Context: an optimization exercise on an open-source flow, tuned for small area. The choices shown serve that exercise and are no tape-out recipe.
Function was checked by simulation only, so behaviour that the tests miss may differ from the original.
Power and IR drop assume default switching activity.

==> v19 <==
==> flow/design.v <==
package ddr3_pkg;
  localparam int unsigned NUM_BANKS = 8;
  localparam int unsigned BA_W      = 3;
  localparam int unsigned ROW_W     = 15;
  localparam int unsigned DQ_W      = 16;
  localparam int unsigned DEF_CL     = 5;
  localparam int unsigned DEF_CWL    = 0;
  localparam int unsigned DEF_TRCD   = 4;
  localparam int unsigned DEF_TRP    = 4;
  localparam int unsigned DEF_TRFC   = 10;
  localparam int unsigned DEF_MEM_AW = 8;
  localparam logic [2:0] CMD_MRS  = 3'b000;
  localparam logic [2:0] CMD_REF  = 3'b001;
  localparam logic [2:0] CMD_PRE  = 3'b010;
  localparam logic [2:0] CMD_ACT  = 3'b011;
  localparam logic [2:0] CMD_WR   = 3'b100;
  localparam logic [2:0] CMD_RD   = 3'b101;
  localparam logic [2:0] CMD_ZQCL = 3'b110;
  localparam logic [2:0] CMD_NOP  = 3'b111;
  localparam logic [2:0] ERR_NONE       = 3'd0;
  localparam logic [2:0] ERR_ACT_OPEN   = 3'd1;
  localparam logic [2:0] ERR_NOT_ACTIVE = 3'd2;
  localparam logic [2:0] ERR_TRCD       = 3'd3;
  localparam logic [2:0] ERR_ACT_PRECHG = 3'd4;
  localparam logic [2:0] ERR_REF_OPEN   = 3'd5;
  localparam logic [2:0] ERR_REFRESHING = 3'd6;
endpackage
import ddr3_pkg::*;
module ddr3_bank_tracker (
  input  logic       act_i,    
  input  logic       pre_i,    
  input  logic       open_i,
  input  logic [1:0] tmr_i,
  output logic       open_o,
  output logic [1:0] tmr_o
);
  always_comb begin
    open_o = open_i;
    tmr_o  = tmr_i;
    if (act_i) begin
      open_o = 1'b1;
      tmr_o  = 2'd3;
    end else if (pre_i && open_i) begin
      open_o = 1'b0;
      tmr_o  = 2'd3;
    end else if (tmr_i != 2'd0) begin
      tmr_o  = tmr_i - 2'd1;
    end
  end
endmodule
module ddr3_ao22 (
  input  logic a0, s0, a1, s1,
  output logic y
);
  assign y = (a0 && s0) || (a1 && s1);
endmodule
module ddr3_ao222n (
  input  logic a0, s0, a1, s1, a2, s2,
  output logic y
);
  assign y = !((a0 && s0) || (a1 && s1) || (a2 && s2));
endmodule
module ddr3_nand4 (
  input  logic a, b, c, d,
  output logic y
);
  assign y = !(a && b && c && d);
endmodule
module ddr3_nand3 (
  input  logic a, b, c,
  output logic y
);
  assign y = !(a && b && c);
endmodule
module ddr3_nand2 (
  input  logic a, b,
  output logic y
);
  assign y = !(a && b);
endmodule
module ddr3_nor2 (
  input  logic a, b,
  output logic y
);
  assign y = !(a || b);
endmodule
import ddr3_pkg::*;
module ddr3_cmd_responder
#(
  parameter int unsigned CL     = DEF_CL,
  parameter int unsigned CWL    = DEF_CWL,
  parameter int unsigned tRCD   = DEF_TRCD,
  parameter int unsigned tRP    = DEF_TRP,
  parameter int unsigned tRFC   = DEF_TRFC,
  parameter int unsigned MEM_AW = DEF_MEM_AW
) (
  input  logic        CLK,
  input  logic        RESET,
  input  logic        CS,
  input  logic        RAS,
  input  logic        CAS,
  input  logic        WE,
  input  logic [14:0] Addr_in,
  input  logic [2:0]  BA_in,
  input  logic        LDM,
  input  logic        UDM,
  input  logic [15:0] DQ_in,
  output logic [15:0] DQ_out,
  output logic        DQ_valid,
  output logic [7:0]  bank_open,
  output logic        refreshing,
  output logic        err,
  output logic [2:0]  err_code
);
  localparam int unsigned DEPTH = 256;
  logic [NUM_BANKS-1:0] open_q, open_d;
  logic [1:0]           tmr_q [NUM_BANKS];
  logic [1:0]           tmr_d [NUM_BANKS];
  logic [1:0]           row_q [NUM_BANKS];
  logic [NUM_BANKS-1:0] act_c, pre_c;
  for (genvar gb = 0; gb < NUM_BANKS; gb++) begin : g_bank
    ddr3_bank_tracker u_bank (
      .act_i  (act_c[gb]),
      .pre_i  (pre_c[gb]),
      .open_i (open_q[gb]),
      .tmr_i  (tmr_q[gb]),
      .open_o (open_d[gb]),
      .tmr_o  (tmr_d[gb])
    );
  end
  always_ff @(posedge CLK) begin
    for (int b = 0; b < NUM_BANKS; b++) begin
      if (RESET) begin
        open_q[b] <= 1'b0;
        tmr_q[b]  <= 2'd0;
      end else begin
        open_q[b] <= open_d[b];
        tmr_q[b]  <= tmr_d[b];
      end
      if (act_c[b]) row_q[b] <= Addr_in[1:0];
    end
  end
  logic [2:0]  cmd_c;
  logic [2:0]  code_c;
  logic        is_nop, is_act, is_rw, is_rd, is_wr, is_pre, is_ref;
  logic        any_busy_c, cmd_ok_c, rd_go_c, wr_go_c;
  logic        ba_open_c, ba_ready_c, ba_prechg_c;
  logic [1:0]  ba_row_c;
  logic [3:0]  rfc_q;
  logic        err_q;
  logic [2:0]  err_code_q;
  assign bank_open  = open_q;
  assign refreshing = (rfc_q != 4'd0);
  always_comb begin
    cmd_c  = CS ? CMD_NOP : {RAS, CAS, WE};
    is_nop = (cmd_c == CMD_NOP);
    is_act = (cmd_c == CMD_ACT);
    is_rd  = (cmd_c == CMD_RD);
    is_wr  = (cmd_c == CMD_WR);
    is_rw  = is_rd || is_wr;
    is_pre = (cmd_c == CMD_PRE);
    is_ref = (cmd_c == CMD_REF);
    any_busy_c = 1'b0;
    for (int b = 0; b < NUM_BANKS; b++)
      any_busy_c |= open_q[b] || (tmr_q[b] != 2'd0);
    ba_open_c   = open_q[BA_in];
    ba_ready_c  = (tmr_q[BA_in] == 2'd0);
    ba_prechg_c = !ba_open_c && !ba_ready_c;
    ba_row_c    = row_q[BA_in];
    code_c = ERR_NONE;
    if (refreshing && !is_nop)            code_c = ERR_REFRESHING;
    else if (is_act && ba_open_c)         code_c = ERR_ACT_OPEN;
    else if (is_act && ba_prechg_c)       code_c = ERR_ACT_PRECHG;
    else if (is_rw && !ba_open_c)         code_c = ERR_NOT_ACTIVE;
    else if (is_rw && !ba_ready_c)        code_c = ERR_TRCD;
    else if (is_ref && any_busy_c)        code_c = ERR_REF_OPEN;
    cmd_ok_c = (code_c == ERR_NONE);
    rd_go_c  = cmd_ok_c && is_rd;
    wr_go_c  = cmd_ok_c && is_wr && !RESET;
    for (int b = 0; b < NUM_BANKS; b++) begin
      act_c[b] = cmd_ok_c && is_act && (BA_in == 3'(b));
      pre_c[b] = cmd_ok_c && ((is_pre && (Addr_in[10] || BA_in == 3'(b))) ||
                              (is_rw && Addr_in[10] && BA_in == 3'(b)));
    end
  end
  always_ff @(posedge CLK) begin
    if (RESET)                   rfc_q <= 4'd0;
    else if (cmd_ok_c && is_ref) rfc_q <= 4'd10;
    else if (rfc_q != 4'd0)      rfc_q <= rfc_q - 4'd1;
  end
  always_ff @(posedge CLK) begin
    if (RESET) begin
      err_q      <= 1'b0;
      err_code_q <= ERR_NONE;
    end else begin
      err_q <= !cmd_ok_c;
      if (!cmd_ok_c) err_code_q <= code_c;
    end
  end
  assign err      = err_q;
  assign err_code = err_code_q;
  logic [31:0]      rx_n_q;
  logic [7:0]       rc_n_q;
  logic [1:0]       wlane_q;
  logic [DQ_W-1:0]  wdat_q;
  logic [15:0]      wc_n;
  always_ff @(posedge CLK) begin
    for (int i = 0; i < 32; i++) rx_n_q[i] <= !({BA_in, ba_row_c} == 5'(i));
    for (int i = 0; i < 8; i++)  rc_n_q[i] <= !(Addr_in[2:0] == 3'(i));
    wlane_q <= {wr_go_c && !UDM, wr_go_c && !LDM};
    wdat_q  <= DQ_in;
  end
  always_comb begin
    for (int k = 0; k < 8; k++)
      for (int l = 0; l < 2; l++)
        wc_n[2*k+l] = rc_n_q[k] || !wlane_q[l];
  end
  logic [31:0]      rx;
  logic [15:0]      wc;
  logic [2*DEPTH-1:0] wen_c;
  logic [2*DEPTH-1:0] wen_n_c;
  logic [DEPTH*DQ_W-1:0] mem_d;
  logic [DEPTH*DQ_W-1:0] mem_q;
  assign rx = ~rx_n_q;
  assign wc = ~wc_n;
  for (genvar gw = 0; gw < DEPTH; gw++) begin : g_word
    for (genvar gl = 0; gl < 2; gl++) begin : g_lane
      ddr3_nor2  u_wen   (.a(rx_n_q[gw/8]), .b(wc_n[2*(gw%8)+gl]), .y(wen_c[2*gw+gl]));
      ddr3_nand2 u_wen_n (.a(rx[gw/8]),     .b(wc[2*(gw%8)+gl]),   .y(wen_n_c[2*gw+gl]));
      for (genvar gb = 0; gb < 8; gb++) begin : g_bit
        ddr3_ao22 u_hold (
          .a0(mem_q[DQ_W*gw+8*gl+gb]), .s0(wen_n_c[2*gw+gl]),
          .a1(wdat_q[8*gl+gb]),        .s1(wen_c[2*gw+gl]),
          .y (mem_d[DQ_W*gw+8*gl+gb]));
      end
    end
  end
  always_ff @(posedge CLK) begin
    mem_q <= mem_d;
  end
  logic [4:0]       rd_vld_q;
  logic [DEPTH-1:0] rsel_c;
  logic [DQ_W-1:0]  rword_c;
  logic [DQ_W-1:0]  rd_dat_q [4];
  always_ff @(posedge CLK) begin
    if (RESET) rd_vld_q <= '0;
    else       rd_vld_q <= {rd_vld_q[3:0], rd_go_c};
  end
  for (genvar gw = 0; gw < DEPTH; gw++) begin : g_rsel
    ddr3_nor2 u_sel (.a(rx_n_q[gw/8]), .b(rc_n_q[gw%8]), .y(rsel_c[gw]));
  end
  for (genvar gd = 0; gd < DQ_W; gd++) begin : g_rbit
    logic [85:0] l1;
    logic [21:0] l2;
    logic [10:0] l3;
    logic [2:0]  l4;
    for (genvar g = 0; g < 85; g++) begin : g_l1
      ddr3_ao222n u_ao (
        .a0(mem_q[DQ_W*(3*g)+gd]),   .s0(rsel_c[3*g]),
        .a1(mem_q[DQ_W*(3*g+1)+gd]), .s1(rsel_c[3*g+1]),
        .a2(mem_q[DQ_W*(3*g+2)+gd]), .s2(rsel_c[3*g+2]),
        .y(l1[g]));
    end
    ddr3_nand2 u_l1b (.a(mem_q[DQ_W*255+gd]), .b(rsel_c[255]), .y(l1[85]));
    for (genvar g = 0; g < 21; g++) begin : g_l2
      ddr3_nand4 u_nd (.a(l1[4*g]), .b(l1[4*g+1]), .c(l1[4*g+2]), .d(l1[4*g+3]), .y(l2[g]));
    end
    ddr3_nand2 u_l2b (.a(l1[84]), .b(l1[85]), .y(l2[21]));
    for (genvar g = 0; g < 11; g++) begin : g_l3
      ddr3_nor2 u_nr (.a(l2[2*g]), .b(l2[2*g+1]), .y(l3[g]));
    end
    ddr3_nand4 u_l4a (.a(l3[0]), .b(l3[1]), .c(l3[2]),  .d(l3[3]), .y(l4[0]));
    ddr3_nand4 u_l4b (.a(l3[4]), .b(l3[5]), .c(l3[6]),  .d(l3[7]), .y(l4[1]));
    ddr3_nand3 u_l4c (.a(l3[8]), .b(l3[9]), .c(l3[10]), .y(l4[2]));
    assign rword_c[gd] = |l4;
  end
  always_ff @(posedge CLK) begin
    rd_dat_q[0] <= rword_c;
    for (int i = 1; i < 4; i++) rd_dat_q[i] <= rd_dat_q[i-1];
  end
  assign DQ_out   = rd_dat_q[3];
  assign DQ_valid = rd_vld_q[4];
endmodule
==> flow/flow/run.sh <==
#!/bin/bash
set -euo pipefail
export CTS_ARGS="-sink_clustering_enable -repair_clock_nets -dont_use_dummy_load -buf_list sky130_fd_sc_hd__clkbuf_8 -sink_clustering_size 18 -sink_clustering_max_diameter 70"
bash standard.sh finish > flow.log 2>&1
==> flow/standard.sh <==
#!/bin/bash
# synth_recipe.tcl (not shown) runs the flow's synth.tcl, then flattens the netlist and writes it again
# the make line also repeats each setting of config.mk as NAME=value (left out here)
make -C /OpenROAD-flow-scripts/flow DESIGN_CONFIG=/design/flow/config.mk WORK_HOME=/design/flow/orfs CLKGATE_MAP_FILE= SYNTH_SCRIPT=/design/flow/synth_recipe.tcl "${@:-finish}"
==> flow/config.mk <==
export PLATFORM = sky130hd
export DESIGN_NAME = ddr3_cmd_responder
export DESIGN_NICKNAME = ddr3_cmd_responder
export VERILOG_FILES = /design/flow/design.v
export SDC_FILE = /design/flow/constraint.sdc
export NUM_CORES = 4
export LEC_CHECK = 0
export CAP_MARGIN = 10
export CORE_MARGIN = 2
export CORE_UTILIZATION = 40
export GPL_TIMING_DRIVEN = 0
export PLACE_DENSITY = 0.5
export SETUP_SLACK_MARGIN = 0.3
export SLEW_MARGIN = 10
export SYNTH_HIERARCHICAL = 1
export SYNTH_MINIMUM_KEEP_SIZE = 0
==> flow/constraint.sdc <==
create_clock -name core_clock -period 5.0 [get_ports {CLK}]
set_input_delay 1.0000 -clock core_clock [delete_from_list [all_inputs] [get_ports {CLK}]]
set_output_delay 1.0000 -clock core_clock [all_outputs]
set_load 0.01 [all_outputs]
==> v8 (differences from v19) <==
--- a/flow/design.v
+++ b/flow/design.v
@@ -50,8 +50,2 @@
 endmodule
-module ddr3_ao22 (
-  input  logic a0, s0, a1, s1,
-  output logic y
-);
-  assign y = (a0 && s0) || (a1 && s1);
-endmodule
 module ddr3_ao222n (
@@ -201,42 +195,27 @@
   assign err_code = err_code_q;
-  logic [31:0]      rx_n_q;
-  logic [7:0]       rc_n_q;
-  logic [1:0]       wlane_q;
-  logic [DQ_W-1:0]  wdat_q;
-  logic [15:0]      wc_n;
-  always_ff @(posedge CLK) begin
-    for (int i = 0; i < 32; i++) rx_n_q[i] <= !({BA_in, ba_row_c} == 5'(i));
-    for (int i = 0; i < 8; i++)  rc_n_q[i] <= !(Addr_in[2:0] == 3'(i));
-    wlane_q <= {wr_go_c && !UDM, wr_go_c && !LDM};
-    wdat_q  <= DQ_in;
-  end
-  always_comb begin
-    for (int k = 0; k < 8; k++)
-      for (int l = 0; l < 2; l++)
-        wc_n[2*k+l] = rc_n_q[k] || !wlane_q[l];
-  end
-  logic [31:0]      rx;
-  logic [15:0]      wc;
-  logic [2*DEPTH-1:0] wen_c;
-  logic [2*DEPTH-1:0] wen_n_c;
-  logic [DEPTH*DQ_W-1:0] mem_d;
-  logic [DEPTH*DQ_W-1:0] mem_q;
-  assign rx = ~rx_n_q;
-  assign wc = ~wc_n;
+  logic [15:0]      wx_n;
+  logic [31:0]      wy_n;
+  logic [1:0]       wen_c [DEPTH];
+  logic [DQ_W-1:0]  mem_q [DEPTH];
+  always_comb begin
+    for (int i = 0; i < 8; i++) begin
+      wx_n[2*i]   = !(wr_go_c && !LDM && BA_in == 3'(i));
+      wx_n[2*i+1] = !(wr_go_c && !UDM && BA_in == 3'(i));
+    end
+    for (int j = 0; j < 32; j++)
+      wy_n[j] = !({ba_row_c, Addr_in[2:0]} == 5'(j));
+  end
   for (genvar gw = 0; gw < DEPTH; gw++) begin : g_word
     for (genvar gl = 0; gl < 2; gl++) begin : g_lane
-      ddr3_nor2  u_wen   (.a(rx_n_q[gw/8]), .b(wc_n[2*(gw%8)+gl]), .y(wen_c[2*gw+gl]));
-      ddr3_nand2 u_wen_n (.a(rx[gw/8]),     .b(wc[2*(gw%8)+gl]),   .y(wen_n_c[2*gw+gl]));
-      for (genvar gb = 0; gb < 8; gb++) begin : g_bit
-        ddr3_ao22 u_hold (
-          .a0(mem_q[DQ_W*gw+8*gl+gb]), .s0(wen_n_c[2*gw+gl]),
-          .a1(wdat_q[8*gl+gb]),        .s1(wen_c[2*gw+gl]),
-          .y (mem_d[DQ_W*gw+8*gl+gb]));
-      end
-    end
-  end
-  always_ff @(posedge CLK) begin
-    mem_q <= mem_d;
+      ddr3_nor2 u_wen (.a(wx_n[2*(gw/32)+gl]), .b(wy_n[gw%32]), .y(wen_c[gw][gl]));
+    end
+    always_ff @(posedge CLK) begin
+      if (wen_c[gw][0]) mem_q[gw][7:0]  <= DQ_in[7:0];
+      if (wen_c[gw][1]) mem_q[gw][15:8] <= DQ_in[15:8];
+    end
   end
   logic [4:0]       rd_vld_q;
+  logic [7:0]       ridx_q;
+  logic [31:0]      rx_n;
+  logic [7:0]       rc_n;
   logic [DEPTH-1:0] rsel_c;
@@ -248,4 +227,11 @@
   end
+  always_ff @(posedge CLK) begin
+    ridx_q <= {BA_in, ba_row_c, Addr_in[2:0]};
+  end
+  always_comb begin
+    for (int i = 0; i < 32; i++) rx_n[i] = !(ridx_q[7:3] == 5'(i));
+    for (int i = 0; i < 8; i++)  rc_n[i] = !(ridx_q[2:0] == 3'(i));
+  end
   for (genvar gw = 0; gw < DEPTH; gw++) begin : g_rsel
-    ddr3_nor2 u_sel (.a(rx_n_q[gw/8]), .b(rc_n_q[gw%8]), .y(rsel_c[gw]));
+    ddr3_nor2 u_sel (.a(rx_n[gw/8]), .b(rc_n[gw%8]), .y(rsel_c[gw]));
   end
@@ -258,8 +244,8 @@
       ddr3_ao222n u_ao (
-        .a0(mem_q[DQ_W*(3*g)+gd]),   .s0(rsel_c[3*g]),
-        .a1(mem_q[DQ_W*(3*g+1)+gd]), .s1(rsel_c[3*g+1]),
-        .a2(mem_q[DQ_W*(3*g+2)+gd]), .s2(rsel_c[3*g+2]),
+        .a0(mem_q[3*g][gd]),   .s0(rsel_c[3*g]),
+        .a1(mem_q[3*g+1][gd]), .s1(rsel_c[3*g+1]),
+        .a2(mem_q[3*g+2][gd]), .s2(rsel_c[3*g+2]),
         .y(l1[g]));
     end
-    ddr3_nand2 u_l1b (.a(mem_q[DQ_W*255+gd]), .b(rsel_c[255]), .y(l1[85]));
+    ddr3_nand2 u_l1b (.a(mem_q[255][gd]), .b(rsel_c[255]), .y(l1[85]));
     for (genvar g = 0; g < 21; g++) begin : g_l2
==> flow/run.sh (new file) <==
#!/bin/bash
# synth_recipe.tcl (not shown) runs the flow's synth.tcl, then flattens the netlist and writes it again
# the make line also repeats each setting of config.mk as NAME=value (left out here)
make -C /OpenROAD-flow-scripts/flow DESIGN_CONFIG=/design/flow/config.mk WORK_HOME=/design/flow/orfs CLKGATE_MAP_FILE= SYNTH_SCRIPT=/design/flow/synth_recipe.tcl finish
Settings changed: CAP_MARGIN 10 to 20, CORE_UTILIZATION 40 to 35, GPL_TIMING_DRIVEN 0 to not set, PLACE_DENSITY 0.5 to not set, SETUP_SLACK_MARGIN 0.3 to not set, SLEW_MARGIN 10 to 20.
removed: flow/flow/run.sh
removed: flow/standard.sh
==> v35 (differences from v19) <==
--- a/flow/design.v
+++ b/flow/design.v
@@ -49,8 +49,2 @@
   end
-endmodule
-module ddr3_ao22 (
-  input  logic a0, s0, a1, s1,
-  output logic y
-);
-  assign y = (a0 && s0) || (a1 && s1);
 endmodule
@@ -217,24 +211,12 @@
   end
-  logic [31:0]      rx;
-  logic [15:0]      wc;
-  logic [2*DEPTH-1:0] wen_c;
-  logic [2*DEPTH-1:0] wen_n_c;
-  logic [DEPTH*DQ_W-1:0] mem_d;
-  logic [DEPTH*DQ_W-1:0] mem_q;
-  assign rx = ~rx_n_q;
-  assign wc = ~wc_n;
+  logic [1:0]       wen_c [DEPTH];
+  logic [DQ_W-1:0]  mem_q [DEPTH];
   for (genvar gw = 0; gw < DEPTH; gw++) begin : g_word
     for (genvar gl = 0; gl < 2; gl++) begin : g_lane
-      ddr3_nor2  u_wen   (.a(rx_n_q[gw/8]), .b(wc_n[2*(gw%8)+gl]), .y(wen_c[2*gw+gl]));
-      ddr3_nand2 u_wen_n (.a(rx[gw/8]),     .b(wc[2*(gw%8)+gl]),   .y(wen_n_c[2*gw+gl]));
-      for (genvar gb = 0; gb < 8; gb++) begin : g_bit
-        ddr3_ao22 u_hold (
-          .a0(mem_q[DQ_W*gw+8*gl+gb]), .s0(wen_n_c[2*gw+gl]),
-          .a1(wdat_q[8*gl+gb]),        .s1(wen_c[2*gw+gl]),
-          .y (mem_d[DQ_W*gw+8*gl+gb]));
-      end
-    end
-  end
-  always_ff @(posedge CLK) begin
-    mem_q <= mem_d;
+      ddr3_nor2 u_wen (.a(rx_n_q[gw/8]), .b(wc_n[2*(gw%8)+gl]), .y(wen_c[gw][gl]));
+    end
+    always_ff @(posedge CLK) begin
+      if (wen_c[gw][0]) mem_q[gw][7:0]  <= wdat_q[7:0];
+      if (wen_c[gw][1]) mem_q[gw][15:8] <= wdat_q[15:8];
+    end
   end
@@ -258,8 +240,8 @@
       ddr3_ao222n u_ao (
-        .a0(mem_q[DQ_W*(3*g)+gd]),   .s0(rsel_c[3*g]),
-        .a1(mem_q[DQ_W*(3*g+1)+gd]), .s1(rsel_c[3*g+1]),
-        .a2(mem_q[DQ_W*(3*g+2)+gd]), .s2(rsel_c[3*g+2]),
+        .a0(mem_q[3*g][gd]),   .s0(rsel_c[3*g]),
+        .a1(mem_q[3*g+1][gd]), .s1(rsel_c[3*g+1]),
+        .a2(mem_q[3*g+2][gd]), .s2(rsel_c[3*g+2]),
         .y(l1[g]));
     end
-    ddr3_nand2 u_l1b (.a(mem_q[DQ_W*255+gd]), .b(rsel_c[255]), .y(l1[85]));
+    ddr3_nand2 u_l1b (.a(mem_q[255][gd]), .b(rsel_c[255]), .y(l1[85]));
     for (genvar g = 0; g < 21; g++) begin : g_l2
Settings changed: CAP_MARGIN 10 to 20, SETUP_SLACK_MARGIN 0.3 to 0.1, SLEW_MARGIN 10 to 20.
==> v20 (differences from v19) <==
--- a/flow/design.v
+++ b/flow/design.v
@@ -50,8 +50,2 @@
 endmodule
-module ddr3_ao22 (
-  input  logic a0, s0, a1, s1,
-  output logic y
-);
-  assign y = (a0 && s0) || (a1 && s1);
-endmodule
 module ddr3_ao222n (
@@ -201,42 +195,27 @@
   assign err_code = err_code_q;
-  logic [31:0]      rx_n_q;
-  logic [7:0]       rc_n_q;
-  logic [1:0]       wlane_q;
-  logic [DQ_W-1:0]  wdat_q;
-  logic [15:0]      wc_n;
-  always_ff @(posedge CLK) begin
-    for (int i = 0; i < 32; i++) rx_n_q[i] <= !({BA_in, ba_row_c} == 5'(i));
-    for (int i = 0; i < 8; i++)  rc_n_q[i] <= !(Addr_in[2:0] == 3'(i));
-    wlane_q <= {wr_go_c && !UDM, wr_go_c && !LDM};
-    wdat_q  <= DQ_in;
-  end
-  always_comb begin
-    for (int k = 0; k < 8; k++)
-      for (int l = 0; l < 2; l++)
-        wc_n[2*k+l] = rc_n_q[k] || !wlane_q[l];
-  end
-  logic [31:0]      rx;
-  logic [15:0]      wc;
-  logic [2*DEPTH-1:0] wen_c;
-  logic [2*DEPTH-1:0] wen_n_c;
-  logic [DEPTH*DQ_W-1:0] mem_d;
-  logic [DEPTH*DQ_W-1:0] mem_q;
-  assign rx = ~rx_n_q;
-  assign wc = ~wc_n;
+  logic [15:0]      wx_n;
+  logic [31:0]      wy_n;
+  logic [1:0]       wen_c [DEPTH];
+  logic [DQ_W-1:0]  mem_q [DEPTH];
+  always_comb begin
+    for (int i = 0; i < 8; i++) begin
+      wx_n[2*i]   = !(wr_go_c && !LDM && BA_in == 3'(i));
+      wx_n[2*i+1] = !(wr_go_c && !UDM && BA_in == 3'(i));
+    end
+    for (int j = 0; j < 32; j++)
+      wy_n[j] = !({ba_row_c, Addr_in[2:0]} == 5'(j));
+  end
   for (genvar gw = 0; gw < DEPTH; gw++) begin : g_word
     for (genvar gl = 0; gl < 2; gl++) begin : g_lane
-      ddr3_nor2  u_wen   (.a(rx_n_q[gw/8]), .b(wc_n[2*(gw%8)+gl]), .y(wen_c[2*gw+gl]));
-      ddr3_nand2 u_wen_n (.a(rx[gw/8]),     .b(wc[2*(gw%8)+gl]),   .y(wen_n_c[2*gw+gl]));
-      for (genvar gb = 0; gb < 8; gb++) begin : g_bit
-        ddr3_ao22 u_hold (
-          .a0(mem_q[DQ_W*gw+8*gl+gb]), .s0(wen_n_c[2*gw+gl]),
-          .a1(wdat_q[8*gl+gb]),        .s1(wen_c[2*gw+gl]),
-          .y (mem_d[DQ_W*gw+8*gl+gb]));
-      end
-    end
-  end
-  always_ff @(posedge CLK) begin
-    mem_q <= mem_d;
+      ddr3_nor2 u_wen (.a(wx_n[2*(gw/32)+gl]), .b(wy_n[gw%32]), .y(wen_c[gw][gl]));
+    end
+    always_ff @(posedge CLK) begin
+      if (wen_c[gw][0]) mem_q[gw][7:0]  <= DQ_in[7:0];
+      if (wen_c[gw][1]) mem_q[gw][15:8] <= DQ_in[15:8];
+    end
   end
   logic [4:0]       rd_vld_q;
+  logic [7:0]       ridx_q;
+  logic [31:0]      rx_n;
+  logic [7:0]       rc_n;
   logic [DEPTH-1:0] rsel_c;
@@ -248,4 +227,11 @@
   end
+  always_ff @(posedge CLK) begin
+    ridx_q <= {BA_in, ba_row_c, Addr_in[2:0]};
+  end
+  always_comb begin
+    for (int i = 0; i < 32; i++) rx_n[i] = !(ridx_q[7:3] == 5'(i));
+    for (int i = 0; i < 8; i++)  rc_n[i] = !(ridx_q[2:0] == 3'(i));
+  end
   for (genvar gw = 0; gw < DEPTH; gw++) begin : g_rsel
-    ddr3_nor2 u_sel (.a(rx_n_q[gw/8]), .b(rc_n_q[gw%8]), .y(rsel_c[gw]));
+    ddr3_nor2 u_sel (.a(rx_n[gw/8]), .b(rc_n[gw%8]), .y(rsel_c[gw]));
   end
@@ -258,8 +244,8 @@
       ddr3_ao222n u_ao (
-        .a0(mem_q[DQ_W*(3*g)+gd]),   .s0(rsel_c[3*g]),
-        .a1(mem_q[DQ_W*(3*g+1)+gd]), .s1(rsel_c[3*g+1]),
-        .a2(mem_q[DQ_W*(3*g+2)+gd]), .s2(rsel_c[3*g+2]),
+        .a0(mem_q[3*g][gd]),   .s0(rsel_c[3*g]),
+        .a1(mem_q[3*g+1][gd]), .s1(rsel_c[3*g+1]),
+        .a2(mem_q[3*g+2][gd]), .s2(rsel_c[3*g+2]),
         .y(l1[g]));
     end
-    ddr3_nand2 u_l1b (.a(mem_q[DQ_W*255+gd]), .b(rsel_c[255]), .y(l1[85]));
+    ddr3_nand2 u_l1b (.a(mem_q[255][gd]), .b(rsel_c[255]), .y(l1[85]));
     for (genvar g = 0; g < 21; g++) begin : g_l2
Settings changed: SETUP_SLACK_MARGIN 0.3 to not set.
==> run notes <==
v20 finished but failed the layout checks on setup timing. v35 went through all stages and came out clean. v19 finished with timing, DRC and antenna clean. v8 produced a clean layout. Die area: v19 < v20 < v35 < v8. Via count, lowest first: v35, v20, v8, v19. The highest critical path depth belongs to v8, the lowest to v19. Hold slack: v8 is higher than v20 (66 ps). Sequential share of layout area: v35 > v20 > v8 > v19. The lowest combinational power belongs to v19, the highest to v20.
==> figures <==
| metric | v20 | v8 | v35 | v19 |
|---|---|---|---|---|
| Mapped Cells | 7314 | 7314 | 7319 | 11961 |
| Net switching fraction of the power | 21.10% | 20.24% | 20.80% | 23.75% |
| Count of input and output buffers | 60 | 60 | 57 | 58 |
| Buffer share of cell area | 2.006% | 4.652% | 2.067% | 2.743% |
| Synth Area in Simple Gates | 4.979% | 4.979% | 4.852% | 6.265% |
| Status | failed layout checks | timing/DRC/antenna clean | timing/DRC/antenna clean | timing/DRC/antenna clean |
| Violated checks | setup timing | - | - | - |
| Type of the tightest min-delay check | in2reg | reg2reg | reg2reg | in2reg |
| Most common cell in the netlist | sky130_fd_sc_hd__edfxtp_1 | sky130_fd_sc_hd__edfxtp_1 | sky130_fd_sc_hd__edfxtp_1 | sky130_fd_sc_hd__dfxtp_1 |
| Well tap count | 4816 | 5520 | 4950 | 4794 |
| Area of all sequential standard cells | 125700 um2 | 125700 um2 | 126800 um2 | 85770 um2 |
| Total of endpoints with negative setup slack in the final report | 6 | 0 | 0 | 0 |
| Worst Hold Path Cells | 1 | 0 | 0 | 1 |
| Sum of negative setup slack | -126.6 ps | 0 ps | 0 ps | 0 ps |

## afterwards: timing with drivers on the ports
How much do the figures lean on ideal ports? The routed layouts below were timed once more, with nothing changed but the port constraints.
Step 1, drivers: a clkbuf_16 drives CLK and a buf_2 each remaining input, both assumed.
Step 2 times the ports against the registers' clock, not the clock port: input delays grow and output delays shrink by t, the midpoint of the rising clock arrivals with the driver on.
a / b / c = ideal ports / drivers / drivers and shift; a / b = the first two.
run	t, ns	slack for setup (ns)	worst register clock-pin slew, ns
v19	1.207	0.118 / 0.118 / 0.118	0.12 / 0.12
v8	1.027	0.353 / 0.353 / 0.046	0.07 / 0.07
v35	1.173	0.533 / 0.533 / 0.268	0.12 / 0.12
v20	1.175	-0.052 / -0.052 / -0.988	0.12 / 0.12
The setup slack of v20, which loses most, moves by 0.000 ns with the drivers and by -0.936 ns with both steps.
